This is an optimization exercise on Yosys and OpenROAD, whose aim is a short achievable clock period and few clock cycles, not a production implementation. RTL that was checked went through simulation tests only; none was proved equivalent to the original. Only the layout flow was run in runs 1, 4 and 5; the RTL was not checked for function there. No activity file was given, so power comes from the tool's default toggle rates.

==> flow/design.v <==
package cksre_pkg;
  localparam int DEF_MAX_WIDTH  = 32;
  localparam int DEF_MAX_HEIGHT = 1024;
  localparam int PIX_W      = 16;
  localparam int KEY_W      = 16;
  localparam int CFG_WID_W  = 6;
  localparam int CFG_HGT_W  = 11;
  localparam int CFG_IDX_W  = 2;
  localparam int CFG_DATA_W = 16;
  localparam int KIND_W     = 3;
  localparam int VALUE_W    = 16;
  localparam int ROW_OUT_W  = 10;
  localparam int CMP_W      = 16;
  localparam logic [CFG_IDX_W-1:0] REG_KEY    = 2'd0;
  localparam logic [CFG_IDX_W-1:0] REG_WIDTH  = 2'd1;
  localparam logic [CFG_IDX_W-1:0] REG_HEIGHT = 2'd2;
  localparam logic [KEY_W-1:0]     KEY_RESET    = 16'd0;
  localparam logic [CFG_WID_W-1:0] WIDTH_RESET  = 6'd32;
  localparam logic [CFG_HGT_W-1:0] HEIGHT_RESET = 11'd1024;
  localparam logic [KIND_W-1:0] KIND_LEN   = 3'd0;
  localparam logic [KIND_W-1:0] KIND_COL   = 3'd1;
  localparam logic [KIND_W-1:0] KIND_PIX   = 3'd2;
  localparam logic [KIND_W-1:0] KIND_ROW   = 3'd3;
  localparam logic [KIND_W-1:0] KIND_TOTAL = 3'd4;
  localparam logic [VALUE_W-1:0] INDEX_MAX = 16'hFFFF;
  typedef struct packed {
    logic              accept;
    logic              emit;
    logic [KIND_W-1:0] kind;
    logic              last;
    logic              sprite_end;
  } cmd_t;
  typedef struct packed {
    logic opaque;
    logic row_end;
    logic sprite_end;
    logic run_nonzero;
    logic last_pix;
    logic out_free;
  } sts_t;
endpackage
module cksre_ram #(
  parameter int WIDTH = 16,
  parameter int DEPTH = 32,
  parameter int ADDR_W = (DEPTH > 1) ? $clog2(DEPTH) : 1
) (
  input  logic              clk,
  input  logic              wr_en,
  input  logic [ADDR_W-1:0] wr_addr,
  input  logic [WIDTH-1:0]  wr_data,
  input  logic [ADDR_W-1:0] rd_addr0,
  output logic [WIDTH-1:0]  rd_data0,
  input  logic [ADDR_W-1:0] rd_addr1,
  output logic [WIDTH-1:0]  rd_data1
);
  logic [WIDTH-1:0] mem [DEPTH];
  always_ff @(posedge clk) begin
    if (wr_en) begin
      mem[wr_addr] <= wr_data;
    end
  end
  assign rd_data0 = mem[rd_addr0];
  assign rd_data1 = mem[rd_addr1];
endmodule
module cksre_ctrl
#(
  parameter int PX_DEPTH = 40,
  parameter int EV_DEPTH = 16,
  parameter int MARGIN   = 7
) (
  input  logic        clk,
  input  logic        rst,
  input  logic        rstq,
  input  logic        px_v,
  input  logic [15:0] px_d,
  input  logic        ev_v,
  input  logic        ev_run,
  input  logic [5:0]  ev_len,
  input  logic [4:0]  ev_col,
  input  logic        ev_row,
  input  logic        ev_tot,
  output logic        in_ready,
  output logic        out_valid,
  input  logic        out_ready,
  output logic [2:0]  word_kind,
  output logic [15:0] word_value,
  output logic        row_empty,
  output logic [9:0]  row_number,
  output logic        last_of_burst
);
  localparam int PA = $clog2(PX_DEPTH);
  localparam int EA = $clog2(EV_DEPTH);
  localparam int EVW = 1 + 6 + 5 + 1 + 1;
  logic [PA-1:0] pwp, prp, prp1;
  logic [PA:0]   pcnt;
  logic [15:0]   prd0, prd1, p_head;
  logic          pop_px;
  cksre_ram #(.WIDTH(16), .DEPTH(PX_DEPTH)) u_pf (
    .clk(clk), .wr_en(px_v), .wr_addr(pwp), .wr_data(px_d),
    .rd_addr0(prp), .rd_data0(prd0), .rd_addr1(prp1), .rd_data1(prd1)
  );
  logic [EA-1:0]  ewp, erp, erp1;
  logic [EA:0]    ecnt;
  logic           ev_v_d;
  logic [EVW-1:0] ewd, erd0, erd1, e_head;
  logic           pop_ev;
  logic           e_run, e_row, e_tot;
  logic [5:0]     e_len;
  logic [4:0]     e_col;
  assign ewd = {ev_run, ev_len, ev_col, ev_row, ev_tot};
  assign {e_run, e_len, e_col, e_row, e_tot} = e_head;
  cksre_ram #(.WIDTH(EVW), .DEPTH(EV_DEPTH)) u_ef (
    .clk(clk), .wr_en(ev_v), .wr_addr(ewp), .wr_data(ewd),
    .rd_addr0(erp), .rd_data0(erd0), .rd_addr1(erp1), .rd_data1(erd1)
  );
  always_ff @(posedge clk) begin
    if (rstq) begin
      pwp <= '0; prp <= '0; prp1 <= PA'(1); pcnt <= '0;
      ewp <= '0; erp <= '0; erp1 <= EA'(1); ecnt <= '0; ev_v_d <= 1'b0;
      in_ready <= 1'b0;
    end else begin
      if (px_v) pwp <= (pwp == PA'(PX_DEPTH - 1)) ? '0 : pwp + 1'b1;
      if (pop_px) begin
        prp  <= prp1;
        prp1 <= (prp1 == PA'(PX_DEPTH - 1)) ? '0 : prp1 + 1'b1;
      end
      pcnt <= pcnt + {{PA{1'b0}}, px_v} - {{PA{1'b0}}, pop_px};
      if (ev_v) ewp <= (ewp == EA'(EV_DEPTH - 1)) ? '0 : ewp + 1'b1;
      if (pop_ev) begin
        erp  <= erp1;
        erp1 <= (erp1 == EA'(EV_DEPTH - 1)) ? '0 : erp1 + 1'b1;
      end
      ev_v_d <= ev_v;
      ecnt <= ecnt + {{EA{1'b0}}, ev_v_d} - {{EA{1'b0}}, pop_ev};
      in_ready <= (pcnt <= (PA+1)'(PX_DEPTH - MARGIN)) && (ecnt <= (EA+1)'(EV_DEPTH - MARGIN));
    end
    p_head <= pop_px ? prd1 : prd0;
    e_head <= pop_ev ? erd1 : erd0;
  end
  logic        g_busy;
  logic        ph_len, ph_col, ph_pix, ph_row, ph_tot;
  logic [5:0]  cnt;
  logic        cnt1;
  logic        c_row, c_tot;
  logic [5:0]  c_len;
  logic [4:0]  c_col;
  logic [15:0] g_idx;
  logic [9:0]  g_rownum;
  logic [15:0] g_first;
  logic        g_has;
  logic        g_fire, g_last, load;
  logic [2:0]  g_kind;
  logic [15:0] g_value;
  logic [30:0] g_word;
  logic        ev_avail;
  logic        sk_v;
  logic [30:0] sk_word;
  logic        o_free;
  assign ev_avail = (ecnt != '0);
  assign g_last = (ph_pix && cnt1 && !c_row) || (ph_row && !c_tot) || ph_tot;
  assign g_fire = g_busy && !sk_v;
  assign load   = ev_avail && (!g_busy || (g_fire && g_last));
  assign pop_ev = load;
  assign pop_px = g_fire && ph_pix;
  always_comb begin
    g_kind  = cksre_pkg::KIND_LEN;
    g_value = 16'({10'd0, c_len});
    if (ph_col) begin
      g_kind  = cksre_pkg::KIND_COL;
      g_value = 16'({11'd0, c_col});
    end
    if (ph_pix) begin
      g_kind  = cksre_pkg::KIND_PIX;
      g_value = p_head;
    end
    if (ph_row) begin
      g_kind  = cksre_pkg::KIND_ROW;
      g_value = g_first;
    end
    if (ph_tot) begin
      g_kind  = cksre_pkg::KIND_TOTAL;
      g_value = g_idx;
    end
  end
  assign g_word = {g_kind, g_value, ph_row && !g_has, ph_row ? g_rownum : 10'd0, g_last};
  always_ff @(posedge clk) begin
    if (rstq) begin
      g_busy <= 1'b0;
      ph_len <= 1'b0; ph_col <= 1'b0; ph_pix <= 1'b0; ph_row <= 1'b0; ph_tot <= 1'b0;
    end else if (load) begin
      g_busy <= 1'b1;
      ph_len <= e_run;
      ph_col <= 1'b0;
      ph_pix <= 1'b0;
      ph_row <= !e_run;
      ph_tot <= 1'b0;
    end else if (g_fire) begin
      if (g_last) g_busy <= 1'b0;
      ph_len <= 1'b0;
      ph_col <= ph_len;
      ph_pix <= ph_col || (ph_pix && !cnt1);
      ph_row <= ph_pix && cnt1 && c_row;
      ph_tot <= ph_row && c_tot;
    end
  end
  always_ff @(posedge clk) begin
    if (load) begin
      c_len <= e_len;
      c_col <= e_col;
      c_row <= e_row;
      c_tot <= e_tot;
      cnt   <= e_len;
      cnt1  <= (e_len == 6'd1);
    end else if (g_fire && ph_pix) begin
      cnt  <= cnt - 6'd1;
      cnt1 <= (cnt == 6'd2);
    end
  end
  always_ff @(posedge clk) begin
    if (rstq) begin
      g_idx    <= '0;
      g_rownum <= '0;
      g_first  <= '0;
      g_has    <= 1'b0;
    end else if (g_fire) begin
      if (ph_tot) begin
        g_idx <= '0;
      end else if ((ph_len || ph_col || ph_pix) && g_idx != cksre_pkg::INDEX_MAX) begin
        g_idx <= g_idx + 16'd1;
      end
      if (ph_len && !g_has) begin
        g_first <= g_idx;
        g_has   <= 1'b1;
      end
      if (ph_row) begin
        g_first  <= '0;
        g_has    <= 1'b0;
        g_rownum <= g_rownum + 10'd1;
      end
      if (ph_tot) begin
        g_rownum <= '0;
      end
    end
  end
  assign o_free = !out_valid || out_ready;
  always_ff @(posedge clk) begin
    if (rst || rstq) begin
      out_valid <= 1'b0;
    end else if (o_free) begin
      out_valid <= sk_v || g_fire;
    end
    if (rstq) begin
      sk_v <= 1'b0;
    end else if (o_free) begin
      sk_v <= 1'b0;
    end else if (g_fire) begin
      sk_v <= 1'b1;
    end
    if (g_fire && !o_free) begin
      sk_word <= g_word;
    end
    if (o_free) begin
      {word_kind, word_value, row_empty, row_number, last_of_burst} <= sk_v ? sk_word : g_word;
    end
  end
endmodule
module cksre_dp
#(
  parameter int MAX_WIDTH  = cksre_pkg::DEF_MAX_WIDTH,
  parameter int MAX_HEIGHT = cksre_pkg::DEF_MAX_HEIGHT
) (
  input  logic        clk,
  input  logic        rst,
  input  logic        rstq,
  input  logic        cfg_valid,
  input  logic [1:0]  cfg_index,
  input  logic [15:0] cfg_data,
  input  logic        in_valid,
  input  logic        in_ready,
  input  logic [15:0] pixel,
  output logic        px_v,
  output logic [15:0] px_d,
  output logic        ev_v,
  output logic        ev_run,
  output logic [5:0]  ev_len,
  output logic [4:0]  ev_col,
  output logic        ev_row,
  output logic        ev_tot
);
  logic        s0_pv, s0_cv;
  logic [15:0] s0_pix, s0_cdata;
  logic [1:0]  s0_cidx;
  always_ff @(posedge clk) begin
    s0_pv    <= !rst && in_valid && in_ready;
    s0_cv    <= !rst && cfg_valid;
    s0_pix   <= pixel;
    s0_cdata <= cfg_data;
    s0_cidx  <= cfg_index;
  end
  logic [15:0] key;
  logic        s1_pv, s1_opq, s1_cw, s1_ch;
  logic [15:0] s1_pix;
  logic [4:0]  s1_wl;
  logic [9:0]  s1_hl;
  logic [5:0]  cw;
  logic [10:0] ch;
  assign cw = s0_cdata[5:0];
  assign ch = s0_cdata[10:0];
  always_ff @(posedge clk) begin
    if (rstq) begin
      key   <= cksre_pkg::KEY_RESET;
      s1_pv <= 1'b0;
      s1_cw <= 1'b0;
      s1_ch <= 1'b0;
    end else begin
      if (s0_cv && s0_cidx == cksre_pkg::REG_KEY) key <= s0_cdata;
      s1_pv <= s0_pv;
      s1_cw <= s0_cv && s0_cidx == cksre_pkg::REG_WIDTH;
      s1_ch <= s0_cv && s0_cidx == cksre_pkg::REG_HEIGHT;
    end
    s1_opq <= (s0_pix != key);
    s1_pix <= s0_pix;
    if (cw == 6'd0)        s1_wl <= 5'd0;
    else if (cw >= 6'd32)  s1_wl <= 5'd31;
    else                   s1_wl <= 5'(cw - 6'd1);
    if (ch == 11'd0)         s1_hl <= 10'd0;
    else if (ch >= 11'd1024) s1_hl <= 10'd1023;
    else                     s1_hl <= 10'(ch - 11'd1);
  end
  logic [4:0]  wl;
  logic [9:0]  hl;
  logic [4:0]  col;
  logic [9:0]  row;
  logic        at_re, at_lr;
  logic        run_open;
  logic [5:0]  run_len;
  logic [4:0]  run_col;
  logic        re, se, opq, start, flush;
  logic [5:0]  col_p1;
  logic [10:0] row_p1;
  assign re     = at_re;
  assign se     = at_lr;
  assign opq    = s1_opq;
  assign start  = opq && !run_open;
  assign flush  = opq ? re : run_open;
  assign col_p1 = {1'b0, col} + 6'd1;
  assign row_p1 = {1'b0, row} + 11'd1;
  always_ff @(posedge clk) begin
    if (rstq) begin
      wl        <= 5'd31;
      hl        <= 10'd1023;
      col       <= '0;
      row       <= '0;
      at_re     <= 1'b0;
      at_lr     <= 1'b0;
      run_open  <= 1'b0;
      run_len   <= '0;
      run_col   <= '0;
      px_v      <= 1'b0;
      ev_v      <= 1'b0;
    end else begin
      px_v <= s1_pv && opq;
      ev_v <= s1_pv && (flush || re);
      if (s1_cw) begin
        wl    <= s1_wl;
        at_re <= (col >= s1_wl);
      end
      if (s1_ch) begin
        hl    <= s1_hl;
        at_lr <= (row >= s1_hl);
      end
      if (s1_pv) begin
        if (re) begin
          col      <= '0;
          at_re    <= (wl == 5'd0);
          run_open <= 1'b0;
          run_len  <= '0;
          if (se) begin
            row   <= '0;
            at_lr <= (hl == 10'd0);
          end else begin
            row   <= row_p1[9:0];
            at_lr <= (row_p1 >= {1'b0, hl});
          end
        end else begin
          col      <= col_p1[4:0];
          at_re    <= (col_p1 >= {1'b0, wl});
          run_open <= opq;
          run_len  <= opq ? run_len + 6'd1 : 6'd0;
        end
        if (start) run_col <= col;
      end
    end
    px_d      <= s1_pix;
    ev_run    <= flush;
    ev_len    <= run_len + {5'd0, opq};
    ev_col    <= start ? col : run_col;
    ev_row    <= re;
    ev_tot    <= re && se;
  end
endmodule
module color_key_sprite_run_encoder
#(
  parameter int MAX_WIDTH  = cksre_pkg::DEF_MAX_WIDTH,
  parameter int MAX_HEIGHT = cksre_pkg::DEF_MAX_HEIGHT
) (
  input  logic                  clk,
  input  logic                  rst,
  input  logic                  cfg_valid,
  output logic                  cfg_ready,
  input  logic [cksre_pkg::CFG_IDX_W-1:0]  cfg_index,
  input  logic [cksre_pkg::CFG_DATA_W-1:0] cfg_data,
  input  logic                  in_valid,
  output logic                  in_ready,
  input  logic [cksre_pkg::PIX_W-1:0]      pixel,
  output logic                  out_valid,
  input  logic                  out_ready,
  output logic [cksre_pkg::KIND_W-1:0]     word_kind,
  output logic [cksre_pkg::VALUE_W-1:0]    word_value,
  output logic                  row_empty,
  output logic [cksre_pkg::ROW_OUT_W-1:0]  row_number,
  output logic                  last_of_burst
);
  logic        rstq;
  logic        px_v;
  logic [15:0] px_d;
  logic        ev_v, ev_run, ev_row, ev_tot;
  logic [5:0]  ev_len;
  logic [4:0]  ev_col;
  assign cfg_ready = 1'b1;
  always_ff @(posedge clk) begin
    rstq <= rst;
  end
  cksre_dp #(
    .MAX_WIDTH  (MAX_WIDTH),
    .MAX_HEIGHT (MAX_HEIGHT)
  ) u_dp (
    .clk       (clk),
    .rst       (rst),
    .rstq      (rstq),
    .cfg_valid (cfg_valid),
    .cfg_index (cfg_index),
    .cfg_data  (cfg_data),
    .in_valid  (in_valid),
    .in_ready  (in_ready),
    .pixel     (pixel),
    .px_v      (px_v),
    .px_d      (px_d),
    .ev_v      (ev_v),
    .ev_run    (ev_run),
    .ev_len    (ev_len),
    .ev_col    (ev_col),
    .ev_row    (ev_row),
    .ev_tot    (ev_tot)
  );
  cksre_ctrl u_ctrl (
    .clk           (clk),
    .rst           (rst),
    .rstq          (rstq),
    .px_v          (px_v),
    .px_d          (px_d),
    .ev_v          (ev_v),
    .ev_run        (ev_run),
    .ev_len        (ev_len),
    .ev_col        (ev_col),
    .ev_row        (ev_row),
    .ev_tot        (ev_tot),
    .in_ready      (in_ready),
    .out_valid     (out_valid),
    .out_ready     (out_ready),
    .word_kind     (word_kind),
    .word_value    (word_value),
    .row_empty     (row_empty),
    .row_number    (row_number),
    .last_of_burst (last_of_burst)
  );
endmodule
==> flow/run.sh <==
#!/bin/bash
# synth_recipe.tcl (not shown) runs the flow's synth.tcl, then flattens the netlist and writes it again
# the make line also repeats each setting of config.mk as NAME=value (left out here)
make -C /OpenROAD-flow-scripts/flow DESIGN_CONFIG=/design/flow/config.mk WORK_HOME=/design/flow/orfs CLKGATE_MAP_FILE= SYNTH_SCRIPT=/design/flow/synth_recipe.tcl finish
==> flow/config.mk <==
export PLATFORM = sky130hd
export DESIGN_NAME = color_key_sprite_run_encoder
export DESIGN_NICKNAME = color_key_sprite_run_encoder
export VERILOG_FILES = /design/flow/design.v
export SDC_FILE = /design/flow/constraint.sdc
export NUM_CORES = 4
export LEC_CHECK = 0
export ABC_CLOCK_PERIOD_IN_PS = 1500
export CAP_MARGIN = 20
export CORE_MARGIN = 2
export CORE_UTILIZATION = 40
export SETUP_SLACK_MARGIN = 3.0
export SLEW_MARGIN = 20
export TNS_END_PERCENT = 100
==> flow/constraint.sdc <==
create_clock -name core_clock -period 5.0 [get_ports {clk}]
set_input_delay 1.0000 -clock core_clock [delete_from_list [all_inputs] [get_ports {clk}]]
set_output_delay 1.0000 -clock core_clock [all_outputs]
set_load 0.01 [all_outputs]
==> results of run 1 <==
layout make-up:
type / count / area, um2 / share of cell area (%)
Clock buffer: 184 / 3726 / 5.614
Inverter: 69 / 271.5 / 0.4090
Multi-Input combinational cell: 1780 / 20410 / 30.75
Clock inverter: 48 / 370.4 / 0.5580
Tap cell: 1781 / 2228 / 3.357
Timing Repair inverter: 1 / 6.256 / 0.009425
Timing Repair Buffer: 394 / 4676 / 7.044
Antenna cell: 1 / 2.502 / 0.003770
Sequential cell: 1255 / 34690 / 52.26
where the power goes:
part           switching [mW]  internal [mW]
clock network            3.99           5.44
registers               0.347           11.6
logic                    1.94           1.91
worst reg2reg max path, delay by kind of cell, from the launching register on:
kind	cells	cell delay (ns)
AO/OA/AOI/OAI	3	0.44
XOR/XNOR	1	0.15
adder cells (fa/ha/maj)	3	0.77
buffers and inverters	3	0.17
flip-flops	1	0.38
AND/OR/NAND/NOR	5	0.52
registers in the layout, indices dropped and copies added, names as in the netlist, 7 cells and up, named ones only:
register / flops
u_ctrl.u_pf.mem: 640
u_dp.s1_pix: 16
u_ctrl.g_first: 16
u_ctrl.word_value: 16
u_dp.key: 16
u_ctrl.e_head: 14
u_dp.hl: 10
u_dp.s1_hl: 10
u_ctrl.u_ef.mem: 224
u_ctrl.g_rownum: 10
u_dp.s0_cdata: 16
u_ctrl.pcnt: 7
u_ctrl.p_head: 16
u_ctrl.sk_word: 31
u_dp.s0_pix: 16
u_dp.px_d: 16
u_ctrl.g_idx: 16
u_ctrl.row_number: 10
u_dp.row: 10
metal layers:
| metal | vias to the layer above | part of all wire (%) | GRT usage, % |
|---|---|---|---|
| met3 | 281 | 7.2 | 3.673 |
| li1 | 13950 | - | - |
| met4 | 0 | 3.7 | 8.754 |
| met2 | 1382 | 49 | 36.16 |
| met1 | 17270 | 40 | 28.98 |
| met5 | - | 0 | 0 |
logic make-up after synthesis:
group	after synthesis	share of synthesized area, %
flip-flops	1255	63.27
AND/OR/NAND/NOR	627	5.209
multiplexers	603	21.28
AO/OA/AOI/OAI	402	4.879
buffers and inverters	284	2.483
adder cells (fa/ha/maj)	73	1.698
XOR/XNOR	73	1.169
other	1	0.006859
metrics by stage:
step	power (mW)	hold slack, ns
2_1_floorplan	14.41	0.3096
3_3_place_gp	15.27	0.3101
3_5_place_dp	15.31	0.3138
4_1_cts	25.03	0.3237
5_1_grt	26.16	0.3311
6_report	25.28	0.3247
worst max-delay path by stage:
stage | from | to | slack (ns) | cells past startpoint
floorplan | u_ctrl.cnt1$_DFFE_PP_ | u_ctrl.ecnt[4]$_SDFF_PP0_ | 2.35 | 15
global placement | u_ctrl.sk_v$_SDFFE_PP0P_ | u_ctrl.pcnt[6]$_SDFF_PP0_ | 1.15 | 14
detailed placement | u_ctrl.sk_v$_SDFFE_PP0P_ | u_ctrl.pcnt[6]$_SDFF_PP0_ | 1.17 | 14
CTS | u_ctrl.cnt1$_DFFE_PP_ | u_ctrl.ecnt[4]$_SDFF_PP0_ | 2.42 | 15
global route | u_ctrl.cnt1$_DFFE_PP_ | u_ctrl.ecnt[4]$_SDFF_PP0_ | 2.36 | 15
finish | u_ctrl.cnt1$_DFFE_PP_ | u_ctrl.ecnt[4]$_SDFF_PP0_ | 2.48 | 15
repair_timing:
item                       in CTS  in global routing
setup endpoints to repair     981                397
gates resized for setup       410                124
setup buffers                 146                 63
gates cloned                   14                 11
pin swaps                      96                 89
cell usage in the layout (no fill, tap or decap), drive strengths merged, types with 8 or more instances in the layout:
master         instances
a211oi                 8
nor2                 190
a22oi                 34
edfxtp               946
clkbuf               195
a21oi                101
o21ai                 78
inv                   73
nor2b                 17
o211ai                15
mux2i                124
o22ai                 31
clkdlybuf4s50         38
ha                    71
mux4                 444
xnor2                 19
clkinv                38
and2                  30
buf                  340
and3                  12
a211o                 18
nand4                 11
nor3                  43
nand2b                16
nand2                220
a221oi                50
dfxtp                309
nor4                   9
mux2                  35
xor2                  54
or3                    9
a31oi                  9
o221ai                32
nand3                 47
==> flow_summary.json, run 1 <==
{
  "grt_pass1_vias": 32700,
  "drive_gt1_share_pct": 34.55,
  "drv_cap": 0,
  "drt-total-wl_um": 156700,
  "yosys_warnings": 5,
  "wl_per_cell_um": 28.43,
  "drt.antenna.violating_nets": 0,
  "rsz0062_at_grt": "true",
  "drv_slew": 0,
  "async_reset_ff_share_pct": 0,
  "grt_use_total_pct": 21.93,
  "synth_cell_type_count": 66,
  "synth-seq-cells": 1255,
  "cts_buffers": 130,
  "syn_nets": 3430,
  "syn_avg_cell_area_um2": 16.48,
  "grt-ovfl-total": 0,
  "clock_skew_ns": 0.02602,
  "slew_headroom_pct": 10.86,
  "finalCritPeriodShare_pct": 50.46,
  "setup_viol": 0,
  "rr_worst_depth": 15,
  "pre_cts_slack_ns": 1.166,
  "critPathMaxStageDelay_ns": 0.38,
  "hold_buffers": 0,
  "reg2reg_to": "u_ctrl.ecnt[4]$_SDFF_PP0_",
  "hold_viol": 0,
  "syn_inst": 3318,
  "die_width_um": 373.7,
  "run_status": "finished clean",
  "synth_edf_count": 946,
  "nets": 3743,
  "clk_latency_ns": 0.75,
  "die_height_um": 373.7,
  "cts_buffer_depth": 3,
  "port_buffers": 71,
  "netlist_top_cells_count": "edfxtp_1, mux4_2, dfxtp_1",
  "routed_via_density": 5.965,
  "hold-path-cell-count": 0,
  "cts_tree": "done",
  "reg2reg_from": "u_ctrl.cnt1$_DFFE_PP_",
  "p_per_area_mw_per_mm2": 380.8,
  "whs_endpoint": "u_dp.px_d[5]$_DFF_P_",
  "rows": 135,
  "finish.instance_area_mm2": 0.06638,
  "fill_cells": 11170,
  "antenna_found_initial": 0,
  "gp_congestion": 0.8380,
  "worstHoldStart": "u_dp.s1_pix[5]$_DFF_P_",
  "grt_pass1_wl_um": 224400,
  "ios": 73,
  "area_growth_pct": 21.41,
  "fp.dieArea_mm2": 0.1397,
  "synth_most_common_cell": "edfxtp_1",
  "route.detailed.drc": 0,
  "htree_num_levels": 4,
  "grt_max_degree": 85,
  "yosys.area.top_type_share_pct": 51.96,
  "hold_path_class": "reg -> reg",
  "crit_fanout": 2,
  "tns_ns": 0,
  "fmax_mhz": 396.4,
  "worstPathRequired_ns": 5.64,
  "crit_path_top_delay_cell": "edfxtp_1",
  "irDropWorstVdd_mv": 0.3546,
  "worst_pin_slew_ns": 1.334,
  "period_needed_ns": 2.523,
  "utilization_pct": 48.94,
  "arrival_ns": 3.16,
  "num_vias": 32890,
  "r2r_setup_slack_ns": 2.48,
  "p_leak_nw": 21.98,
  "cts.sinks": 1255,
  "cp_top_family": "adder cells",
  "synth.cell_area_mm2": 0.05467,
  "start_util_pct": 40.31,
  "critPathBufInv": 3,
  "clock-root-buffer": "clkbuf_16",
  "ys.flop_type": "edfxtp_1",
  "cp_cell_sequence": "and3b_2, a211oi_4, o21ai_2, nand2_4, buf_12, inv_6, ha_4, inv_2, ha_4, fa_2, a21oi_2, nor2_1, nor2_1, xor2_1, nor2_1",
  "hpwl_um": 87970,
  "placed_cells": 5046,
  "core_mm2": 0.1356,
  "first_iter_violations": 3437,
  "synthTopCellsByArea": "edfxtp_1, mux4_2, dfxtp_1",
  "synth_top_cell_by_area": "edfxtp_1",
  "path_class": "reg -> reg",
  "clkTransAtPathRegs_ns": 0.06,
  "yosysSeqAreaShare_pct": 63.27,
  "first_pass_iters": 5,
  "place_area_mm2": 0.05763,
  "cp_common_cell": "nor2_1",
  "setup_ws_ns": 2.477,
  "start_kind": "flop",
  "final_cell_count_no_fill": 5513,
  "crit_path_end_kind": "flop"
}
==> run 2: changes to the inputs <==
--- a/flow/design.v
+++ b/flow/design.v
@@ -48,9 +48,9 @@
   input  logic              wr_en,
   input  logic [ADDR_W-1:0] wr_addr,
   input  logic [WIDTH-1:0]  wr_data,
-  input  logic [ADDR_W-1:0] rd_addr0,
+  input  logic [DEPTH-1:0]  rd_sel0,
   output logic [WIDTH-1:0]  rd_data0,
-  input  logic [ADDR_W-1:0] rd_addr1,
+  input  logic [DEPTH-1:0]  rd_sel1,
   output logic [WIDTH-1:0]  rd_data1
 );
   logic [WIDTH-1:0] mem [DEPTH];
@@ -59,8 +59,14 @@
       mem[wr_addr] <= wr_data;
     end
   end
-  assign rd_data0 = mem[rd_addr0];
-  assign rd_data1 = mem[rd_addr1];
+  always_comb begin
+    rd_data0 = '0;
+    rd_data1 = '0;
+    for (int i = 0; i < DEPTH; i++) begin
+      rd_data0 = rd_data0 | (mem[i] & {WIDTH{rd_sel0[i]}});
+      rd_data1 = rd_data1 | (mem[i] & {WIDTH{rd_sel1[i]}});
+    end
+  end
 endmodule
 module cksre_ctrl
 #(
@@ -91,17 +97,19 @@
   localparam int PA = $clog2(PX_DEPTH);
   localparam int EA = $clog2(EV_DEPTH);
   localparam int EVW = 1 + 6 + 5 + 1 + 1;
-  logic [PA-1:0] pwp, prp, prp1;
-  logic [PA:0]   pcnt;
+  logic [PA-1:0]       pwp;
+  logic [PX_DEPTH-1:0] prp, prp1;
+  logic [PA:0]         pcnt;
   logic [15:0]   prd0, prd1, p_head;
   logic          pop_px;
   cksre_ram #(.WIDTH(16), .DEPTH(PX_DEPTH)) u_pf (
     .clk(clk), .wr_en(px_v), .wr_addr(pwp), .wr_data(px_d),
-    .rd_addr0(prp), .rd_data0(prd0), .rd_addr1(prp1), .rd_data1(prd1)
+    .rd_sel0(prp), .rd_data0(prd0), .rd_sel1(prp1), .rd_data1(prd1)
   );
-  logic [EA-1:0]  ewp, erp, erp1;
-  logic [EA:0]    ecnt;
-  logic           ev_v_d;
+  logic [EA-1:0]       ewp;
+  logic [EV_DEPTH-1:0] erp, erp1;
+  logic [EA:0]         ecnt;
+  logic                ev_v_d, ev_avail;
   logic [EVW-1:0] ewd, erd0, erd1, e_head;
   logic           pop_ev;
   logic           e_run, e_row, e_tot;
@@ -111,27 +119,37 @@
   assign {e_run, e_len, e_col, e_row, e_tot} = e_head;
   cksre_ram #(.WIDTH(EVW), .DEPTH(EV_DEPTH)) u_ef (
     .clk(clk), .wr_en(ev_v), .wr_addr(ewp), .wr_data(ewd),
-    .rd_addr0(erp), .rd_data0(erd0), .rd_addr1(erp1), .rd_data1(erd1)
+    .rd_sel0(erp), .rd_data0(erd0), .rd_sel1(erp1), .rd_data1(erd1)
   );
+  assign prp1 = {prp[PX_DEPTH-2:0], prp[PX_DEPTH-1]};
+  assign erp1 = {erp[EV_DEPTH-2:0], erp[EV_DEPTH-1]};
+  logic [PA:0] pcnt_up, pcnt_dn;
+  logic [EA:0] ecnt_up, ecnt_dn;
+  assign pcnt_up = pcnt + 1'b1;
+  assign pcnt_dn = pcnt - 1'b1;
+  assign ecnt_up = ecnt + 1'b1;
+  assign ecnt_dn = ecnt - 1'b1;
   always_ff @(posedge clk) begin
     if (rstq) begin
-      pwp <= '0; prp <= '0; prp1 <= PA'(1); pcnt <= '0;
-      ewp <= '0; erp <= '0; erp1 <= EA'(1); ecnt <= '0; ev_v_d <= 1'b0;
+      pwp <= '0; prp <= PX_DEPTH'(1); pcnt <= '0;
+      ewp <= '0; erp <= EV_DEPTH'(1); ecnt <= '0; ev_v_d <= 1'b0; ev_avail <= 1'b0;
       in_ready <= 1'b0;
     end else begin
       if (px_v) pwp <= (pwp == PA'(PX_DEPTH - 1)) ? '0 : pwp + 1'b1;
-      if (pop_px) begin
-        prp  <= prp1;
-        prp1 <= (prp1 == PA'(PX_DEPTH - 1)) ? '0 : prp1 + 1'b1;
-      end
-      pcnt <= pcnt + {{PA{1'b0}}, px_v} - {{PA{1'b0}}, pop_px};
+      if (pop_px) prp <= prp1;
+      if (px_v && !pop_px) pcnt <= pcnt_up;
+      if (!px_v && pop_px) pcnt <= pcnt_dn;
       if (ev_v) ewp <= (ewp == EA'(EV_DEPTH - 1)) ? '0 : ewp + 1'b1;
-      if (pop_ev) begin
-        erp  <= erp1;
-        erp1 <= (erp1 == EA'(EV_DEPTH - 1)) ? '0 : erp1 + 1'b1;
-      end
+      if (pop_ev) erp <= erp1;
       ev_v_d <= ev_v;
-      ecnt <= ecnt + {{EA{1'b0}}, ev_v_d} - {{EA{1'b0}}, pop_ev};
+      if (ev_v_d && !pop_ev) begin
+        ecnt     <= ecnt_up;
+        ev_avail <= 1'b1;
+      end
+      if (!ev_v_d && pop_ev) begin
+        ecnt     <= ecnt_dn;
+        ev_avail <= (ecnt != (EA+1)'(1));
+      end
       in_ready <= (pcnt <= (PA+1)'(PX_DEPTH - MARGIN)) && (ecnt <= (EA+1)'(EV_DEPTH - MARGIN));
     end
     p_head <= pop_px ? prd1 : prd0;
@@ -152,11 +170,9 @@
   logic [2:0]  g_kind;
   logic [15:0] g_value;
   logic [30:0] g_word;
-  logic        ev_avail;
   logic        sk_v;
   logic [30:0] sk_word;
   logic        o_free;
-  assign ev_avail = (ecnt != '0);
   assign g_last = (ph_pix && cnt1 && !c_row) || (ph_row && !c_tot) || ph_tot;
   assign g_fire = g_busy && !sk_v;
   assign load   = ev_avail && (!g_busy || (g_fire && g_last));
@@ -300,8 +316,8 @@
   logic [15:0] key;
   logic        s1_pv, s1_opq, s1_cw, s1_ch;
   logic [15:0] s1_pix;
-  logic [4:0]  s1_wl;
-  logic [9:0]  s1_hl;
+  logic [4:0]  s1_wl, s1_wlm1;
+  logic [9:0]  s1_hl, s1_hlm1;
   logic [5:0]  cw;
   logic [10:0] ch;
   assign cw = s0_cdata[5:0];
@@ -320,15 +336,15 @@
     end
     s1_opq <= (s0_pix != key);
     s1_pix <= s0_pix;
-    if (cw == 6'd0)        s1_wl <= 5'd0;
-    else if (cw >= 6'd32)  s1_wl <= 5'd31;
-    else                   s1_wl <= 5'(cw - 6'd1);
-    if (ch == 11'd0)         s1_hl <= 10'd0;
-    else if (ch >= 11'd1024) s1_hl <= 10'd1023;
-    else                     s1_hl <= 10'(ch - 11'd1);
+    if (cw == 6'd0)        begin s1_wl <= 5'd0;  s1_wlm1 <= 5'd0;  end
+    else if (cw >= 6'd32)  begin s1_wl <= 5'd31; s1_wlm1 <= 5'd30; end
+    else                   begin s1_wl <= 5'(cw - 6'd1); s1_wlm1 <= 5'(cw - 6'd2); end
+    if (ch == 11'd0)         begin s1_hl <= 10'd0;    s1_hlm1 <= 10'd0;    end
+    else if (ch >= 11'd1024) begin s1_hl <= 10'd1023; s1_hlm1 <= 10'd1022; end
+    else                     begin s1_hl <= 10'(ch - 11'd1); s1_hlm1 <= 10'(ch - 11'd2); end
   end
-  logic [4:0]  wl;
-  logic [9:0]  hl;
+  logic [4:0]  wl, wlm1;
+  logic [9:0]  hl, hlm1;
   logic [4:0]  col;
   logic [9:0]  row;
   logic        at_re, at_lr;
@@ -348,7 +364,9 @@
   always_ff @(posedge clk) begin
     if (rstq) begin
       wl        <= 5'd31;
+      wlm1      <= 5'd30;
       hl        <= 10'd1023;
+      hlm1      <= 10'd1022;
       col       <= '0;
       row       <= '0;
       at_re     <= 1'b0;
@@ -363,10 +381,12 @@
       ev_v <= s1_pv && (flush || re);
       if (s1_cw) begin
         wl    <= s1_wl;
+        wlm1  <= s1_wlm1;
         at_re <= (col >= s1_wl);
       end
       if (s1_ch) begin
         hl    <= s1_hl;
+        hlm1  <= s1_hlm1;
         at_lr <= (row >= s1_hl);
       end
       if (s1_pv) begin
@@ -380,11 +400,11 @@
             at_lr <= (hl == 10'd0);
           end else begin
             row   <= row_p1[9:0];
-            at_lr <= (row_p1 >= {1'b0, hl});
+            at_lr <= (row >= hlm1);
           end
         end else begin
           col      <= col_p1[4:0];
-          at_re    <= (col_p1 >= {1'b0, wl});
+          at_re    <= (col >= wlm1);
           run_open <= opq;
           run_len  <= opq ? run_len + 6'd1 : 6'd0;
         end
--- a/flow/config.mk
+++ b/flow/config.mk
@@ -8,7 +8,9 @@
 export ABC_CLOCK_PERIOD_IN_PS = 1500
 export CAP_MARGIN = 20
 export CORE_MARGIN = 2
-export CORE_UTILIZATION = 40
+export CORE_UTILIZATION = 60
+export CTS_CLUSTER_DIAMETER = 80
+export CTS_CLUSTER_SIZE = 30
 export SETUP_SLACK_MARGIN = 3.0
 export SLEW_MARGIN = 20
 export TNS_END_PERCENT = 100
==> flow_summary.json, run 2 <==
{
  "layout_commonest_cell": "edfxtp_1",
  "start_kind": "flop",
  "clock-root-buffer": "clkbuf_16",
  "synth_compound_area_share_pct": 17.17,
  "gp_congestion": 0.9835,
  "clk_latency_ns": 0.70,
  "yosys_warnings": 5,
  "cts_tree": "done",
  "nets": 4000,
  "port_buffers": 71,
  "syn_avg_cell_area_um2": 13.46,
  "antenna_found_initial": 2,
  "clkTransAtPathRegs_ns": 0.10,
  "first_pass_iters": 12,
  "fill_cells": 6073,
  "fmax_mhz": 431.3,
  "htree_num_levels": 2,
  "grt_max_degree": 63,
  "reg2reg_from": "u_ctrl.pwp[0]$_SDFFE_PP0P_",
  "synthTopCellsByArea": "edfxtp_1, dfxtp_1, a22oi_1",
  "grt-ovfl-total": 0,
  "core_mm2": 0.08648,
  "crit_end": "u_ctrl.u_pf.mem[0][10]$_DFFE_PP_",
  "grt_pass1_wl_um": 257500,
  "syn_inst": 3882,
  "p_leak_nw": 18.89,
  "synth-seq-cells": 1302,
  "drv_slew": 0,
  "synth_top_family_by_area": "compound AO/OA/AOI/OAI gates",
  "synth_most_common_cell": "edfxtp_1",
  "yosys.area_share.simple_pct": 7.832,
  "wl_per_cell_um": 35.58,
  "largest_register_ff_count": 640,
  "synth_cell_type_count": 77,
  "tns_ns": 0,
  "routed_via_density": 7.595,
  "async_reset_ff_share_pct": 0,
  "r2r_setup_slack_ns": 2.68,
  "mostFrequentLayoutCells": "edfxtp_1, a22oi_1, dfxtp_1, nand2_1, a221oi_1",
  "drive_gt1_share_pct": 13.79,
  "drt-total-wl_um": 181500,
  "rows": 108,
  "crit_path_end_kind": "flop",
  "grt_use_total_pct": 39.66,
  "hpwl_um": 98350,
  "placed_cells": 4911,
  "rsz0062_at_grt": "true",
  "irDropWorstVdd_mv": 0.3841,
  "route.detailed.drc": 0,
  "ys.flop_type": "edfxtp_1",
  "num_vias": 38740,
  "syn_nets": 3980,
  "reg2reg_to": "u_ctrl.u_pf.mem[0][10]$_DFFE_PP_",
  "worst_pin_slew_ns": 0.8789,
  "period_needed_ns": 2.319,
  "finalPower_mw": 18.07,
  "synth_edf_count": 946,
  "fp.dieArea_mm2": 0.08944,
  "die_height_um": 299.1,
  "arrival_ns": 2.69,
  "run_status": "finished clean",
  "synth.cell_area_mm2": 0.05224,
  "final_cell_count_no_fill": 5101,
  "synth_top_cell_by_area": "edfxtp_1",
  "ios": 73,
  "hold_ws_ns": 0.3362,
  "die_width_um": 299.1,
  "grt_pass1_vias": 37730,
  "netlist_top_cells_count": "edfxtp_1, a22oi_1, dfxtp_1",
  "finalCritPeriodShare_pct": 46.38,
  "synth_xor_area_share_pct": 1.073,
  "cts_buffer_depth": 3,
  "yosys.area.top_type_share_pct": 54.38,
  "worstPathRequired_ns": 5.37,
  "reg_top3": "u_ctrl.u_pf.mem x640, u_ctrl.u_ef.mem x224, u_ctrl.prp x40",
  "hold_buffers": 0,
  "area_growth_pct": 10.56,
  "crit_fanout": 12,
  "crit_start": "u_ctrl.pwp[0]$_SDFFE_PP0P_",
  "yosysSeqAreaShare_pct": 68.02,
  "hold_path_class": "reg -> reg",
  "path_class": "reg -> reg",
  "start_util_pct": 60.41,
  "hold-path-cell-count": 0,
  "cts.sinks": 1302,
  "first_iter_violations": 7371,
  "synth_adder_area_share_pct": 1.427,
  "slew_headroom_pct": 41.41,
  "cts_buffers": 55,
  "muxShareOfSynthArea_pct": 1.789,
  "utilization_pct": 66.78,
  "hold_viol": 0,
  "p_per_area_mw_per_mm2": 312.8,
  "drv_cap": 0,
  "setup_viol": 0,
  "clock_skew_ns": 0.05881,
  "drt.antenna.violating_nets": 0,
  "rr_worst_depth": 3,
  "registers.top_by_ff_count": "u_ctrl.u_pf.mem"
}
-- run 2: cell count changes in the layout (fill, tap and decap cells not counted), moves of 47 or more --
cell	before	now
mux4_2	444	0
a22oi_1	34	456
a221oi_1	2	224
a22o_1	0	193
nand4_1	11	133
clkbuf_16	148	58
mux2i_1	99	52
-- run 2: cells by family after synthesis --
group / count (synthesis)
AO/OA/AOI/OAI: 1178
XOR/XNOR: 64
adder cells (fa/ha/maj): 59
buffers and inverters: 367
flip-flops: 1302
multiplexers: 89
other: 1
AND/OR/NAND/NOR: 822
-- run 2: critical path, cell delays in order, from the launching register on --
cell and delay [ns]:
dfxtp_2 0.39, or3_1 0.57, nor2_2 0.63, buf_4 0.43
-- run 2: cell type report --
type	count	area (um2)	share of cell area, %
clock inverter	28	354.1	0.6131
antenna	1	2.502	0.004333
timing repair buffer	266	2601	4.504
inverter	62	262.8	0.4549
clock buffer	72	1481	2.565
multi-input combinational	2215	15990	27.68
tap	1155	1445	2.502
sequential	1302	35620	61.68
-- run 2: what timing repair did --
action | 4_1_cts | 5_1_grt
gates cloned | 5 | 2
setup endpoints to repair | 1073 | 423
pin swaps | 33 | 12
buffers inserted | 70 | 12
gates resized for setup | 251 | 82
-- run 2: through the flow --
stage	instance area (um2)	setup slack (ns)
2_1_floorplan	52570	2.521
3_3_place_gp	54340	2.061
3_5_place_dp	54380	1.983
4_1_cts	57330	2.696
5_1_grt	57750	2.629
6_report	57760	2.681
-- run 2: how the worst min path moves through the flow --
| stage | startpoint | end |
|---|---|---|
| final | u_dp.s1_pix[4]$_DFF_P_ | u_dp.px_d[4]$_DFF_P_ |
| after global routing | u_dp.s1_pix[4]$_DFF_P_ | u_dp.px_d[4]$_DFF_P_ |
| after CTS | u_dp.s1_pix[4]$_DFF_P_ | u_dp.px_d[4]$_DFF_P_ |
| after detailed placement | u_dp.s1_pix[4]$_DFF_P_ | u_dp.px_d[4]$_DFF_P_ |
| after global placement | u_dp.s1_pix[1]$_DFF_P_ | u_dp.px_d[1]$_DFF_P_ |
| after floorplan | u_dp.s1_pix[0]$_DFF_P_ | u_dp.px_d[0]$_DFF_P_ |
-- run 2: metal layers --
layer	GRT usage, %	vias up	share of wire [%]
li1	-	15470	-
met1	52.20	18570	34
met2	58.70	3674	43
met3	12.40	1028	16
met4	22.56	0	7.5
met5	0	-	0
-- run 2: where the power goes --
group	internal (mW)	switching, mW	total, mW	leakage, nW
logic	0.191	0.274	0.464	6.44
registers	11.6	0.155	11.8	11.6
clock network	2.36	3.46	5.82	0.880
Testbench counts of run 2, summed over its fixed seeds: cycles 50,766.
==> run 3: changes to the inputs <==
--- a/flow/config.mk
+++ b/flow/config.mk
@@ -8,9 +8,7 @@
 export ABC_CLOCK_PERIOD_IN_PS = 1500
 export CAP_MARGIN = 20
 export CORE_MARGIN = 2
-export CORE_UTILIZATION = 60
-export CTS_CLUSTER_DIAMETER = 80
-export CTS_CLUSTER_SIZE = 30
+export CORE_UTILIZATION = 40
 export SETUP_SLACK_MARGIN = 3.0
 export SLEW_MARGIN = 20
 export TNS_END_PERCENT = 100
==> flow_summary.json, run 3 <==
{
  "run_status": "finished clean",
  "gp_congestion": 0.9375,
  "worstPathRequired_ns": 4.00,
  "syn_nets": 3980,
  "rr_worst_depth": 10,
  "critPathBufInv": 1,
  "htree_num_levels": 4,
  "internal-power_mw": 17.98,
  "p_leak_nw": 20.23,
  "rsz0062_at_grt": "true",
  "fill_cells": 11290,
  "syn_inst": 3882,
  "cp_top_family": "flip-flops",
  "path_class": "reg -> out",
  "num_vias": 38660,
  "die_height_um": 365.4,
  "grt_pass1_wl_um": 259800,
  "synthTopCellsByArea": "edfxtp_1, dfxtp_1, a22oi_1",
  "cts_tree": "done",
  "crit_path_end_kind": "output pin",
  "first_iter_violations": 6224,
  "tns_ns": 0,
  "crit_path_top_delay_cell": "edfxtp_1",
  "synth_cell_type_count": 77,
  "hold_buffers": 0,
  "slew_headroom_pct": 35.44,
  "hold_viol": 0,
  "yosysSeqAreaShare_pct": 68.02,
  "drv_slew": 0,
  "swShare_pct": 20.77,
  "drt-total-wl_um": 184900,
  "cts.sinks": 1302,
  "critPathMaxStageDelay_ns": 0.39,
  "async_reset_ff_share_pct": 0,
  "antenna_found_initial": 0,
  "hold_path_class": "reg -> reg",
  "grt-ovfl-total": 0,
  "port_buffers": 71,
  "wl_per_cell_um": 31.69,
  "clk_latency_ns": 0.78,
  "met2_wirelength_um": 79980,
  "place_area_mm2": 0.05508,
  "fmax_mhz": 433.1,
  "period_needed_ns": 2.309,
  "netlist_top_cells_count": "edfxtp_1, a22oi_1, dfxtp_1",
  "clock_skew_ns": 0.03328,
  "rows": 132,
  "core_mm2": 0.1295,
  "synth_top_cell_by_area": "edfxtp_1",
  "top_layer": "met5",
  "drv_cap": 0,
  "drt.antenna.violating_nets": 0,
  "ys.flop_type": "edfxtp_1",
  "grt_use_total_pct": 27.01,
  "registers.top_by_ff_count": "u_ctrl.u_pf.mem",
  "crit_fanout": 1,
  "p_seq_share_pct": 51.9,
  "switchingPower_mw": 4.714,
  "start_kind": "flop",
  "clkTransAtPathRegs_ns": 0.06,
  "routed_via_density": 6.626,
  "die_width_um": 365.4,
  "synth.cell_area_mm2": 0.05224,
  "cts_buffers": 138,
  "setup_viol": 0,
  "clock-root-buffer": "clkbuf_16",
  "syn_avg_cell_area_um2": 13.46,
  "met3_length_um": 25390,
  "grt_pass1_vias": 36950,
  "yosys.area.top_type_share_pct": 54.38,
  "first_pass_iters": 12,
  "hpwl_um": 100800,
  "synth-seq-cells": 1302,
  "ios": 73,
  "synth_edf_count": 946,
  "yosys_warnings": 5,
  "nets": 4075,
  "route.layer.met1.wl_um": 67470,
  "grt_max_degree": 89,
  "largest_register_ff_count": 640,
  "cts_buffer_depth": 3,
  "pwr-share-comb_pct": 2.1,
  "irDropWorstVdd_mv": 0.2468,
  "fp.dieArea_mm2": 0.1335,
  "finish.instance_area_mm2": 0.06128,
  "area_growth_pct": 17.30,
  "reg_top3": "u_ctrl.u_pf.mem x640, u_ctrl.u_ef.mem x224, u_ctrl.prp x40",
  "drive_gt1_share_pct": 17.23,
  "finalPower_mw": 22.69,
  "mostFrequentLayoutCells": "edfxtp_1, a22oi_1, dfxtp_1, nand2_1, a221oi_1",
  "arrival_ns": 1.31,
  "finalCritPeriodShare_pct": 46.18,
  "power_frac_clock_pct": 46.0,
  "p_per_area_mw_per_mm2": 370.3,
  "cp.depth": 1,
  "layout_commonest_cell": "edfxtp_1",
  "route.detailed.drc": 0,
  "start_util_pct": 40.34,
  "hold-path-cell-count": 0,
  "worst_pin_slew_ns": 0.9683,
  "synth_most_common_cell": "edfxtp_1",
  "cp_cell_sequence": "buf_2"
}
==> run 3: cell families after synthesis <==
logic type / share of synthesized area [%]
AND/OR/NAND/NOR: 7.832
other: 0.007178
flip-flops: 68.02
multiplexers: 1.789
adder cells (fa/ha/maj): 1.427
XOR/XNOR: 1.073
AO/OA/AOI/OAI: 17.17
buffers and inverters: 2.685
==> run 3: through the flow <==
step | hold slack (ns) | cells | worst slack (ns) | utilization [%]
CTS | 0.3204 | 5813 | 2.468 | 46.86
global route | 0.3311 | 5833 | 2.629 | 47.32
detailed placement | 0.3171 | 5489 | 1.771 | 42.54
floorplan | 0.3096 | 3882 | 2.521 | -
global placement | 0.3157 | 5489 | 1.787 | 42.52
finish | 0.3220 | 5834 | 2.691 | 47.33
==> run 3: metal layers <==
| layer | up-vias | GRT usage [%] |
|---|---|---|
| met4 | 2 | 14.52 |
| li1 | 15740 | - |
| met5 | - | 0 |
| met1 | 18770 | 34.55 |
| met3 | 824 | 8.498 |
| met2 | 3324 | 40.91 |
==> run 3: worst paths after layout <==
path / from / end / slack, ns
hold / removal: u_dp.s1_pix[0]$_DFF_P_ / u_dp.px_d[0]$_DFF_P_ / 0.32
setup reg to reg: u_ctrl.g_busy$_SDFFE_PP0P_ / u_ctrl.pcnt[6]$_SDFFE_PP0P_ / 2.72
setup / recovery: u_ctrl.word_value[10]$_DFFE_PP_ / word_value[10] / 2.69
hold reg to reg: u_dp.s1_pix[0]$_DFF_P_ / u_dp.px_d[0]$_DFF_P_ / 0.32
==> run 3: area by class of cell <==
class,count,area (um2),share of cell area [%]
Timing Repair Buffer,256,2419,3.947
Multi-Input combinational cell,2217,16090,26.26
Clock inverter,57,568.0,0.9270
Antenna cell,1,2.502,0.004084
Inverter,62,256.5,0.4186
Tap cell,1742,2180,3.557
Clock buffer,197,4075,6.650
Sequential cell,1302,35690,58.23
==> run 3: power groups by stage <==
stage               clock network, mW  registers (mW)  logic (mW)
floorplan                           0            12.0       0.263
global placement                    0            12.0       0.428
detailed placement                  0            12.0       0.433
CTS                              10.6            11.8       0.453
global route                     11.0            11.8       0.514
finish                           10.4            11.8       0.470
==> run 3: repair_timing <==
action	CTS	global route
endpoints found under the setup margin	1074	517
resized for setup	237	120
gates cloned	4	0
pin swaps	43	30
setup buffers	66	20
==> run 4: changes to the inputs <==
--- a/flow/design.v
+++ b/flow/design.v
@@ -41,12 +41,11 @@
 endpackage
 module cksre_ram #(
   parameter int WIDTH = 16,
-  parameter int DEPTH = 32,
-  parameter int ADDR_W = (DEPTH > 1) ? $clog2(DEPTH) : 1
+  parameter int DEPTH = 32
 ) (
   input  logic              clk,
   input  logic              wr_en,
-  input  logic [ADDR_W-1:0] wr_addr,
+  input  logic [DEPTH-1:0]  wr_sel,
   input  logic [WIDTH-1:0]  wr_data,
   input  logic [DEPTH-1:0]  rd_sel0,
   output logic [WIDTH-1:0]  rd_data0,
@@ -55,8 +54,8 @@
 );
   logic [WIDTH-1:0] mem [DEPTH];
   always_ff @(posedge clk) begin
-    if (wr_en) begin
-      mem[wr_addr] <= wr_data;
+    for (int i = 0; i < DEPTH; i++) begin
+      if (wr_en && wr_sel[i]) mem[i] <= wr_data;
     end
   end
   always_comb begin
@@ -97,17 +96,16 @@
   localparam int PA = $clog2(PX_DEPTH);
   localparam int EA = $clog2(EV_DEPTH);
   localparam int EVW = 1 + 6 + 5 + 1 + 1;
-  logic [PA-1:0]       pwp;
-  logic [PX_DEPTH-1:0] prp, prp1;
+  logic [PX_DEPTH-1:0] pwp, prp, prp1;
+  logic                pop_px_d;
   logic [PA:0]         pcnt;
   logic [15:0]   prd0, prd1, p_head;
   logic          pop_px;
   cksre_ram #(.WIDTH(16), .DEPTH(PX_DEPTH)) u_pf (
-    .clk(clk), .wr_en(px_v), .wr_addr(pwp), .wr_data(px_d),
+    .clk(clk), .wr_en(px_v), .wr_sel(pwp), .wr_data(px_d),
     .rd_sel0(prp), .rd_data0(prd0), .rd_sel1(prp1), .rd_data1(prd1)
   );
-  logic [EA-1:0]       ewp;
-  logic [EV_DEPTH-1:0] erp, erp1;
+  logic [EV_DEPTH-1:0] ewp, erp, erp1;
   logic [EA:0]         ecnt;
   logic                ev_v_d, ev_avail;
   logic [EVW-1:0] ewd, erd0, erd1, e_head;
@@ -118,29 +116,30 @@
   assign ewd = {ev_run, ev_len, ev_col, ev_row, ev_tot};
   assign {e_run, e_len, e_col, e_row, e_tot} = e_head;
   cksre_ram #(.WIDTH(EVW), .DEPTH(EV_DEPTH)) u_ef (
-    .clk(clk), .wr_en(ev_v), .wr_addr(ewp), .wr_data(ewd),
+    .clk(clk), .wr_en(ev_v), .wr_sel(ewp), .wr_data(ewd),
     .rd_sel0(erp), .rd_data0(erd0), .rd_sel1(erp1), .rd_data1(erd1)
   );
-  assign prp1 = {prp[PX_DEPTH-2:0], prp[PX_DEPTH-1]};
-  assign erp1 = {erp[EV_DEPTH-2:0], erp[EV_DEPTH-1]};
-  logic [PA:0] pcnt_up, pcnt_dn;
   logic [EA:0] ecnt_up, ecnt_dn;
-  assign pcnt_up = pcnt + 1'b1;
-  assign pcnt_dn = pcnt - 1'b1;
   assign ecnt_up = ecnt + 1'b1;
   assign ecnt_dn = ecnt - 1'b1;
   always_ff @(posedge clk) begin
     if (rstq) begin
-      pwp <= '0; prp <= PX_DEPTH'(1); pcnt <= '0;
-      ewp <= '0; erp <= EV_DEPTH'(1); ecnt <= '0; ev_v_d <= 1'b0; ev_avail <= 1'b0;
+      pwp <= PX_DEPTH'(1); prp <= PX_DEPTH'(1); prp1 <= PX_DEPTH'(2); pcnt <= '0; pop_px_d <= 1'b0;
+      ewp <= EV_DEPTH'(1); erp <= EV_DEPTH'(1); erp1 <= EV_DEPTH'(2); ecnt <= '0; ev_v_d <= 1'b0; ev_avail <= 1'b0;
       in_ready <= 1'b0;
     end else begin
-      if (px_v) pwp <= (pwp == PA'(PX_DEPTH - 1)) ? '0 : pwp + 1'b1;
-      if (pop_px) prp <= prp1;
-      if (px_v && !pop_px) pcnt <= pcnt_up;
-      if (!px_v && pop_px) pcnt <= pcnt_dn;
-      if (ev_v) ewp <= (ewp == EA'(EV_DEPTH - 1)) ? '0 : ewp + 1'b1;
-      if (pop_ev) erp <= erp1;
+      if (px_v) pwp <= {pwp[PX_DEPTH-2:0], pwp[PX_DEPTH-1]};
+      if (pop_px) begin
+        prp  <= {prp[PX_DEPTH-2:0], prp[PX_DEPTH-1]};
+        prp1 <= {prp1[PX_DEPTH-2:0], prp1[PX_DEPTH-1]};
+      end
+      pop_px_d <= pop_px;
+      pcnt <= pcnt + {{PA{1'b0}}, px_v} - {{PA{1'b0}}, pop_px_d};
+      if (ev_v) ewp <= {ewp[EV_DEPTH-2:0], ewp[EV_DEPTH-1]};
+      if (pop_ev) begin
+        erp  <= {erp[EV_DEPTH-2:0], erp[EV_DEPTH-1]};
+        erp1 <= {erp1[EV_DEPTH-2:0], erp1[EV_DEPTH-1]};
+      end
       ev_v_d <= ev_v;
       if (ev_v_d && !pop_ev) begin
         ecnt     <= ecnt_up;
--- a/flow/config.mk
+++ b/flow/config.mk
@@ -8,7 +8,9 @@
 export ABC_CLOCK_PERIOD_IN_PS = 1500
 export CAP_MARGIN = 20
 export CORE_MARGIN = 2
-export CORE_UTILIZATION = 40
+export CORE_UTILIZATION = 55
+export CTS_CLUSTER_DIAMETER = 60
+export CTS_CLUSTER_SIZE = 24
 export SETUP_SLACK_MARGIN = 3.0
 export SLEW_MARGIN = 20
 export TNS_END_PERCENT = 100
==> flow_summary.json, run 4 <==
{
  "period_needed_ns": 2.322,
  "switchingPower_mw": 5.351,
  "critPathBufInv": 1,
  "reg_top3": "u_ctrl.u_pf.mem x640, u_ctrl.u_ef.mem x224",
  "swShare_pct": 23.23,
  "synth_cell_type_count": 72,
  "async_reset_ff_share_pct": 0,
  "grt_use_total_pct": 42.28,
  "synth_top_family_by_area": "compound AO/OA/AOI/OAI gates",
  "muxShareOfSynthArea_pct": 1.323,
  "crit_path_top_delay_cell": "edfxtp_1",
  "gp_congestion": 0.9610,
  "irDropWorstVdd_mv": 0.3807,
  "grt_pass1_vias": 39080,
  "path_class": "reg -> out",
  "met3_usage_pct": 19.69,
  "hpwl_um": 119300,
  "cp.depth": 1,
  "ys.flop_type": "edfxtp_1",
  "syn_inst": 4267,
  "arrival_ns": 1.32,
  "power_frac_clock_pct": 42.5,
  "die_width_um": 321.5,
  "start_kind": "flop",
  "syn_nets": 4368,
  "area_growth_pct": 12.69,
  "clk_latency_ns": 0.76,
  "yosys.area_share.simple_pct": 8.648,
  "synth_top_cell_by_area": "edfxtp_1",
  "synth_compound_area_share_pct": 16.91,
  "crit_end": "word_value[15]",
  "core_mm2": 0.1000,
  "yosysSeqAreaShare_pct": 67.83,
  "rsz0062_at_grt": "true",
  "crit_path_end_kind": "output pin",
  "clkTransAtPathRegs_ns": 0.09,
  "slew_headroom_pct": 14.88,
  "hold_path_class": "reg -> reg",
  "drt.antenna.violating_nets": 0,
  "drv_slew": 0,
  "worstHoldStart": "u_dp.s1_pix[3]$_DFF_P_",
  "fp.dieArea_mm2": 0.1033,
  "worst_pin_slew_ns": 1.275,
  "synthTopCellsByArea": "edfxtp_1, dfxtp_1, a22oi_1",
  "hold_ws_ns": 0.3321,
  "grt-ovfl-total": 0,
  "grt_pass1_wl_um": 302500,
  "antenna_found_initial": 9,
  "first_pass_iters": 13,
  "p_leak_nw": 20.81,
  "route.detailed.drc": 0,
  "hold_viol": 0,
  "synth_most_common_cell": "edfxtp_1",
  "drv_cap": 0,
  "mostFrequentLayoutCells": "edfxtp_1, a22oi_1, nand2_1, dfxtp_1, a21oi_1",
  "cp_top_family": "flip-flops",
  "rr_worst_depth": 5,
  "cts_buffer_depth": 3,
  "yosys.area.top_type_share_pct": 51.25,
  "tns_ns": 0,
  "clock-root-buffer": "clkbuf_16",
  "synth_adder_area_share_pct": 1.413,
  "synth-seq-cells": 1405,
  "grt.busiest_layer": "met2",
  "layout_commonest_cell": "edfxtp_1",
  "synth.cell_area_mm2": 0.05543,
  "run_status": "finished clean",
  "cts_buffers": 110,
  "use_met1_pct": 53.34,
  "drt-total-wl_um": 223600,
  "synth_edf_count": 946,
  "htree_num_levels": 3,
  "clock_skew_ns": 0.03289,
  "r2r_setup_slack_ns": 2.81,
  "num_vias": 42680,
  "first_iter_violations": 8920,
  "registers.top_by_ff_count": "u_ctrl.u_pf.mem",
  "nets": 4360,
  "routed_via_density": 7.534,
  "crit_start": "u_ctrl.word_value[15]$_DFFE_PP_",
  "fmax_mhz": 430.7,
  "crit_fanout": 1,
  "syn_avg_cell_area_um2": 12.99,
  "worstPathRequired_ns": 4.00,
  "p_seq_share_pct": 55.0,
  "cp_cell_sequence": "buf_6",
  "use_met2_pct": 59.66,
  "p_per_area_mw_per_mm2": 368.8,
  "finalCritPeriodShare_pct": 46.44,
  "finalPower_mw": 23.04,
  "reg2reg_to": "u_ctrl.p_head[10]$_DFF_P_",
  "critPathMaxStageDelay_ns": 0.44,
  "wl_per_cell_um": 39.47,
  "die_height_um": 321.5,
  "reg2reg_from": "u_ctrl.prp[8]$_SDFFE_PP0P_",
  "port_buffers": 71,
  "rows": 116,
  "yosys_warnings": 7,
  "start_util_pct": 55.43,
  "cts.sinks": 1405,
  "drive_gt1_share_pct": 14.00,
  "pwr-share-comb_pct": 2.5,
  "grt_max_degree": 80,
  "synth_xor_area_share_pct": 0.9481,
  "largest_register_ff_count": 640,
  "cts_tree": "done",
  "netlist_top_cells_count": "edfxtp_1, dfxtp_1, a22oi_1",
  "setup_viol": 0,
  "internal-power_mw": 17.69,
  "ios": 73
}
run 4: changes by cell type after synthesis, sizes merged, moves of 9 or more:
cell	delta
buf	+31
nor2	-21
a21oi	+100
and2	+39
a22oi	-9
clkbuf	+15
dfxtp	+103
mux2i	-19
nor3	+9
nand2	+144
run 4: how the worst min path moves through the flow:
| stage | end | cells after the start | slack, ns |
|---|---|---|---|
| floorplan | u_dp.px_d[0]$_DFF_P_ | 0 | 0.31 |
| global placement | u_dp.px_d[3]$_DFF_P_ | 0 | 0.31 |
| detailed placement | u_dp.px_d[3]$_DFF_P_ | 0 | 0.31 |
| CTS | u_dp.px_d[3]$_DFF_P_ | 0 | 0.33 |
| global route | u_dp.px_d[3]$_DFF_P_ | 0 | 0.34 |
| finish | u_dp.px_d[3]$_DFF_P_ | 0 | 0.33 |
run 4: cell families after synthesis:
family,after synthesis
other cells,1
buf+inv,414
fa+ha+maj,62
mux,69
flops,1405
simple gates,989
compound gates,1267
xor+xnor,60
run 4: through the flow:
stage               util (%)  setup slack (ns)  instances  instance area (um2)
floorplan                  -             2.763       4267                55520
global placement       57.35             1.982       5392                57350
detailed placement     57.40             1.937       5394                57400
CTS                    61.88             2.658       5628                61880
global route           62.44             2.639       5655                62440
finish                 62.46             2.678       5665                62460
run 4: layer usage:
layer  vias to the layer above  routed length (um)
li1                      16730                   -
met1                     20470               77270
met2                      4210               90680
met3                      1251               37150
met4                        19               18260
met5                         -                 230
run 4: repair_timing:
item                       CTS  global route
setup endpoints to repair  685           333
pin swaps                   11            17
cloned                       7             5
buffers inserted            17            22
hold buffers                 0             0
gates resized for setup    214            82
run 4: area by class of cell:
class	instances	area, um2
timing repair inverter	3	33.78
fill	7623	37540
antenna	10	25.02
timing repair buffer	223	2019
tap	1298	1624
inverter	63	256.5
clock buffer	132	3109
clock inverter	78	1032
sequential	1405	37780
multi-input combinational	2453	16580
run 4: power groups by stage:
| stage | clock, mW | sequential, mW | combinational, mW |
|---|---|---|---|
| floorplan | 0 | 12.8 | 0.324 |
| global placement | 0 | 12.9 | 0.479 |
| detailed placement | 0 | 12.9 | 0.492 |
| CTS | 9.84 | 12.7 | 0.532 |
| global route | 10.3 | 12.7 | 0.614 |
| finish | 9.80 | 12.7 | 0.567 |
==> run 5: changes to the inputs <==
--- a/flow/config.mk
+++ b/flow/config.mk
@@ -8,9 +8,7 @@
 export ABC_CLOCK_PERIOD_IN_PS = 1500
 export CAP_MARGIN = 20
 export CORE_MARGIN = 2
-export CORE_UTILIZATION = 55
-export CTS_CLUSTER_DIAMETER = 60
-export CTS_CLUSTER_SIZE = 24
+export CORE_UTILIZATION = 40
 export SETUP_SLACK_MARGIN = 3.0
 export SLEW_MARGIN = 20
 export TNS_END_PERCENT = 100
==> flow_summary.json, run 5 <==
{
  "area_growth_pct": 14.93,
  "grt-ovfl-total": 0,
  "rsz0062_at_grt": "true",
  "nets": 4377,
  "syn_inst": 4267,
  "synth_cell_type_count": 72,
  "synth-seq-cells": 1405,
  "worstHoldStart": "u_dp.s1_pix[0]$_DFF_P_",
  "start_kind": "flop",
  "cp_top_family": "flip-flops",
  "cts_buffers": 149,
  "worst_pin_slew_ns": 1.295,
  "hold_viol": 0,
  "clock_skew_ns": 0.03683,
  "crit_path_end_kind": "output pin",
  "die_height_um": 376.3,
  "synth.cell_area_mm2": 0.05543,
  "reg_top3": "u_ctrl.u_pf.mem x640, u_ctrl.u_ef.mem x224",
  "crit_start": "u_ctrl.last_of_burst$_DFFE_PP_",
  "synth_adder_area_share_pct": 1.413,
  "syn_nets": 4368,
  "layout_commonest_cell": "edfxtp_1",
  "synthTopCellsByArea": "edfxtp_1, dfxtp_1, a22oi_1",
  "setup_viol": 0,
  "worstPathRequired_ns": 4.00,
  "ys.flop_type": "edfxtp_1",
  "place_area_mm2": 0.05781,
  "rr_worst_depth": 5,
  "crit_path_top_delay_cell": "edfxtp_1",
  "crit_fanout": 1,
  "drt-total-wl_um": 224300,
  "p_leak_nw": 21.07,
  "finalCritPeriodShare_pct": 46.90,
  "num_vias": 43120,
  "grt_max_degree": 152,
  "mostFrequentLayoutCells": "edfxtp_1, a22oi_1, nand2_1, dfxtp_1, a21oi_1",
  "wl_per_cell_um": 36.13,
  "yosys.area_share.simple_pct": 8.648,
  "fp.dieArea_mm2": 0.1416,
  "clkTransAtPathRegs_ns": 0.06,
  "routed_via_density": 6.947,
  "clk_latency_ns": 0.80,
  "drv_cap": 0,
  "yosys.area.top_type_share_pct": 51.25,
  "muxShareOfSynthArea_pct": 1.323,
  "drive_gt1_share_pct": 13.85,
  "grt_use_total_pct": 30.66,
  "fmax_mhz": 426.5,
  "reg2reg_from": "u_ctrl.prp1[21]$_SDFFE_PP0P_",
  "synth_most_common_cell": "edfxtp_1",
  "yosys_warnings": 7,
  "first_iter_violations": 9569,
  "tns_ns": 0,
  "clock-root-buffer": "clkbuf_16",
  "cts_tree": "done",
  "synth_top_family_by_area": "compound AO/OA/AOI/OAI gates",
  "synth_xor_area_share_pct": 0.9481,
  "hold_buffers": 0,
  "grt_pass1_vias": 39940,
  "hpwl_um": 115600,
  "route.detailed.drc": 0,
  "run_status": "finished clean",
  "hold_path_class": "reg -> reg",
  "synth_top_cell_by_area": "edfxtp_1",
  "gp_congestion": 0.9489,
  "finish.instance_area_mm2": 0.06370,
  "htree_num_levels": 4,
  "port_buffers": 71,
  "syn_avg_cell_area_um2": 12.99,
  "arrival_ns": 1.34,
  "synth_compound_area_share_pct": 16.91,
  "first_pass_iters": 8,
  "rows": 136,
  "largest_register_ff_count": 640,
  "p_per_area_mw_per_mm2": 386.9,
  "grt_pass1_wl_um": 305300,
  "antenna_found_initial": 8,
  "slew_headroom_pct": 13.54,
  "cts.sinks": 1405,
  "path_class": "reg -> out",
  "yosysSeqAreaShare_pct": 67.83,
  "core_mm2": 0.1375,
  "drv_slew": 0,
  "cp.depth": 1,
  "synth_edf_count": 946,
  "ios": 73,
  "hold-path-cell-count": 0,
  "critPathMaxStageDelay_ns": 0.40,
  "netlist_top_cells_count": "edfxtp_1, dfxtp_1, a22oi_1",
  "async_reset_ff_share_pct": 0,
  "cts_buffer_depth": 3,
  "period_needed_ns": 2.345,
  "registers.top_by_ff_count": "u_ctrl.u_pf.mem",
  "die_width_um": 376.3,
  "irDropWorstVdd_mv": 0.3536,
  "start_util_pct": 40.31,
  "critPathBufInv": 1,
  "cp_cell_sequence": "buf_2",
  "drt.antenna.violating_nets": 0
}
run 5: cell type report:
cell class | count | area [um2]
diodes | 9 | 22.52
clock buffers | 204 | 4225
clock inverters | 76 | 799.5
fillers | 12110 | 73790
inverters | 63 | 249.0
multi-input cells | 2453 | 16570
flip-flops and latches | 1405 | 37770
well taps | 1794 | 2245
repair buffers | 202 | 1804
repair inverters | 2 | 25.02
run 5: stage by stage:
step	utilization (%)	cells	hold slack (ns)	total power, mW	worst slack (ns)
2_1_floorplan	-	4267	0.3096	13.15	2.763
3_3_place_gp	42.04	5864	0.3124	13.41	1.850
3_5_place_dp	42.05	5864	0.3121	13.42	1.814
4_1_cts	46.04	6183	0.3254	24.67	2.604
5_1_grt	46.32	6200	0.3273	25.21	2.609
6_report	46.33	6208	0.3234	24.64	2.655
run 5: routing by layer:
layer	share of wire [%]	global-route usage, %	wire [um]	vias to the layer above
li1	-	-	-	16750
met1	34	38.53	77080	20830
met2	41	43.87	91260	4266
met3	17	12.84	37580	1262
met4	8.1	18.29	18140	12
met5	0.11	0.7204	239	-
run 5: power by group:
group / internal (mW) / total (mW) / switching (mW) / leakage [nW]
Clock: 6.63 / 11.4 / 4.76 / 2.44
Sequential: 12.5 / 12.7 / 0.197 / 12.4
Combinational: 0.237 / 0.574 / 0.337 / 6.19
Total: 19.4 / 24.6 / 5.29 / 21.1
run 5: what timing repair did:
item                       4_1_cts  5_1_grt
setup buffers                   30       15
pin swaps                       13       16
setup endpoints to repair      426      198
gates cloned                     9        1
gates resized for setup        196       46
run 5: logic make-up (layout without fill, tap and decap cells):
family	count (synthesis)	count (layout)
other cells	1	10
mux	69	69
compound gates	1267	1268
simple gates	989	993
flops	1405	1405
xor+xnor	60	60
fa+ha+maj	62	62
buf+inv	414	547
run 5: final timing paths:
check | slack, ns | end
hold / removal | 0.32 | u_dp.px_d[0]$_DFF_P_
hold reg to reg | 0.32 | u_dp.px_d[0]$_DFF_P_
setup reg to reg | 2.82 | u_ctrl.p_head[0]$_DFF_P_
setup / recovery | 2.66 | last_of_burst

Re-timed with assumed drivers on the ports (clkbuf_16 on the clock, buf_2 on other inputs), run 5 has 2.573 ns of setup slack against 2.655 ns with ideal ports, and 2.324 ns once port delays also move by the mid clock arrival of 0.865 ns.
